From an optimization exercise on the open Yosys and OpenROAD flow, aimed at small area, a short achievable clock period and few clock cycles per item; shortcuts taken in it are not production practice.
The RTL was checked by simulation tests, not by an equivalence proof against the original design.
Power is estimated from default activity; no workload was simulated.

// sig_accumulator
module sig_accumulator #(
   parameter int               DATA_W      = 1459,
   parameter int               SIG_W       = 32,
   parameter int               NUM_SAMPLES = 256,
   parameter logic [SIG_W-1:0] SEED        = '0,
   localparam int              CHUNKS      = (DATA_W + SIG_W - 1) / SIG_W,
   localparam int              CNT_W       = $clog2(NUM_SAMPLES + 1)
) (
   input  logic                 clk,
   input  logic                 rst_n,
   input  logic                 start,
   input  logic                 in_valid,
   input  logic [DATA_W-1:0]    in_data,
   output logic                 in_ready,
   output logic [SIG_W-1:0]     sig,
   output logic                 sig_valid,
   output logic                 busy,
   output logic [CNT_W-1:0]     sample_cnt
);
Size in the first run: about 1600 cells after synthesis, about 110 flip-flops, about 1500 I/O pins, ~16000 sq um of cells after synthesis.
export LEC_CHECK = 0
export CAP_MARGIN = 20
export CORE_AREA = 5 5 335 335
export DIE_AREA = 0 0 340 340
export SLEW_MARGIN = 20
create_clock -name core_clock -period 5.0 [get_ports {clk}]
standard.sh (not shown) runs the stock make flow with config.mk's settings and CLKGATE_MAP_FILE= SYNTH_SCRIPT=/design/flow/synth_recipe.tcl, a recipe that flattens the netlist after the stock synthesis.
==> flow/flow/run.sh <==
#!/bin/bash
# The standard layout (standard.sh), with two placement settings:
#  - port buffers are sky130_fd_sc_hd__buf_1 (the default pick is a delay cell);
#  - the in_data pins that feed one signature bit, and that bit's sig pin, are placed as one
#    group on the die's edge, so each bit's XOR tree sits next to its pins.
# ORFS writes each step's full log under orfs/logs; make's own output goes to run.log here.
set -euo pipefail
cd "$(dirname "$0")/.."

DW=1459; SW=32; CH=$(( (DW + SW - 1) / SW ))
groups=""
for ((j = 0; j < SW; j++)); do
  g=""
  for ((c = 0; c < CH; c++)); do
    k=$(( ((j - (CH - 1 - c)) % SW + SW) % SW ))
    b=$(( c * SW + k ))
    if (( b < DW )); then g+="in_data[$b] "; fi
  done
  g+="sig[$j]"
  groups+=" -group_pins {$g}"
done

export BUFFER_PORTS_ARGS="-buffer_cell sky130_fd_sc_hd__buf_1"
# The clock pin is placed by flow/pre_io.tcl at the middle of the left edge.
export PRE_IO_PLACEMENT_TCL="$PWD/flow/pre_io.tcl"
export PLACE_PINS_ARGS="-min_distance 0.68 -exclude left:$(( 340 / 2 - 5 ))-$(( 340 / 2 + 5 ))${groups}"

bash standard.sh > run.log 2>&1
==> flow/flow/pre_io.tcl <==
# Place the clock pin first, at the middle of the left edge on a met3 track, and keep the
# other pins a few microns away from it: the clock net is routed with wider spacing than
# the signal pins are placed at.
set block [ord::get_db_block]
set die [$block getDieArea]
set dbu [$block getDefUnits]
set ymid [expr {[$die yMax] / 2.0 / $dbu}]
set k [expr {int(($ymid - 0.34) / 0.68)}]
set y [expr {0.34 + 0.68 * $k}]
place_pin -pin_name clk -layer met3 -location [list 0 $y] -force_to_die_boundary
The baseline completed with no timing, DRC or antenna violations.
Testbench counts at the start, summed over its fixed seeds: cycles 6,224, items 6,144.
==> next run, changes <==
--- a/flow/config.mk
+++ b/flow/config.mk
@@ -9,3 +9,5 @@
 export CORE_AREA = 5 5 335 335
 export DIE_AREA = 0 0 340 340
+export PLACE_DENSITY = 0.4
+export SETUP_SLACK_MARGIN = 3.0
 export SLEW_MARGIN = 20
What happened: The changed run finished with timing, DRC and antenna clean. Via count decreases by 0.80%. Global-route usage increases by 1.7 points. Core utilization is higher by 0.14 points. Power rose by 1.2%.
==> next run, changes <==
--- a/flow/flow/run.sh
+++ b/flow/flow/run.sh
@@ -24,5 +24,5 @@
 # The clock pin is placed by flow/pre_io.tcl at the middle of the left edge.
 export PRE_IO_PLACEMENT_TCL="$PWD/flow/pre_io.tcl"
-export PLACE_PINS_ARGS="-min_distance 0.68 -exclude left:$(( 340 / 2 - 5 ))-$(( 340 / 2 + 5 ))${groups}"
+export PLACE_PINS_ARGS="-min_distance 0.68 -exclude left:$(( 380 / 2 - 5 ))-$(( 380 / 2 + 5 ))${groups}"
 
 bash standard.sh > run.log 2>&1
--- a/flow/flow/pre_io.tcl
+++ b/flow/flow/pre_io.tcl
@@ -5,5 +5,5 @@
 set die [$block getDieArea]
 set dbu [$block getDefUnits]
-set ymid [expr {[$die yMax] / 2.0 / $dbu}]
+set ymid [expr {($die yMax) / 2.0 / $dbu}]
 set k [expr {int(($ymid - 0.34) / 0.68)}]
 set y [expr {0.34 + 0.68 * $k}]
--- a/flow/config.mk
+++ b/flow/config.mk
@@ -7,7 +7,6 @@
 export LEC_CHECK = 0
 export CAP_MARGIN = 20
-export CORE_AREA = 5 5 335 335
-export DIE_AREA = 0 0 340 340
-export PLACE_DENSITY = 0.4
+export CORE_AREA = 5 5 375 375
+export DIE_AREA = 0 0 380 380
 export SETUP_SLACK_MARGIN = 3.0
 export SLEW_MARGIN = 20
Outcome:
- The new run died in I/O pin placement (3_2_place_iop)
- area after synthesis does not change
- synthesized cell count stays the same
==> next run, changes <==
--- a/flow/flow/run.sh
+++ b/flow/flow/run.sh
@@ -22,7 +22,6 @@
 
 export BUFFER_PORTS_ARGS="-buffer_cell sky130_fd_sc_hd__buf_1"
-# The clock pin is placed by flow/pre_io.tcl at the middle of the left edge.
-export PRE_IO_PLACEMENT_TCL="$PWD/flow/pre_io.tcl"
-export PLACE_PINS_ARGS="-min_distance 0.68 -exclude left:$(( 380 / 2 - 5 ))-$(( 380 / 2 + 5 ))${groups}"
+export CTS_BUF_DISTANCE=100
+export PLACE_PINS_ARGS="${groups# }"
 
 bash standard.sh > run.log 2>&1
--- a/flow/config.mk
+++ b/flow/config.mk
@@ -7,6 +7,8 @@
 export LEC_CHECK = 0
 export CAP_MARGIN = 20
-export CORE_AREA = 5 5 375 375
-export DIE_AREA = 0 0 380 380
+export CORE_AREA = 5 5 515 515
+export CTS_CLUSTER_DIAMETER = 50
+export CTS_CLUSTER_SIZE = 10
+export DIE_AREA = 0 0 520 520
 export SETUP_SLACK_MARGIN = 3.0
 export SLEW_MARGIN = 20
removed: flow/flow/pre_io.tcl
Result: Now the flow completed without violations; synthesized cell count does not change; area after synthesis stays the same.

==> afterwards: timing with drivers on the ports <==
The flow's constraints put no driver on any port. The routed layouts listed below were extracted and timed again, unchanged, in two steps.
Step 1 sets driving cells, clkbuf_16 on the clock port and buf_2 on the other inputs (assumed; they add their load-dependent delay and slew).
Step 2 adds t to the input delays and takes it off the output delays; t is the mean of the earliest and latest rising clock arrival at the registers after step 1. Input paths then give back, and output paths get back, about the clock's delay inside the block.
Slacks: ideal / step 1 / step 2; pairs: ideal / step 1.
run | t (ns) | setup slack, ns | worst hold slack (ns) | worst slew at a driven data input, ns | cell pins on the clock port's net
the first run | 0.446 | 2.521 / 2.476 / 2.663 | 0.378 / 0.378 / 0.378 | 0.08 | 1
the second run | 0.435 | 3.011 / 3.017 / 2.594 | 0.360 / 0.360 / 0.360 | 0.21 | 1
the fourth run | 0.645 | 2.866 / 2.797 / 2.514 | 0.357 / 0.357 / 0.357 | 0.42 | 1
After both steps every run listed still meets setup and hold. For the second run, which loses most, drivers alone change the setup slack by +0.006 ns; drivers and shift together by -0.417 ns.
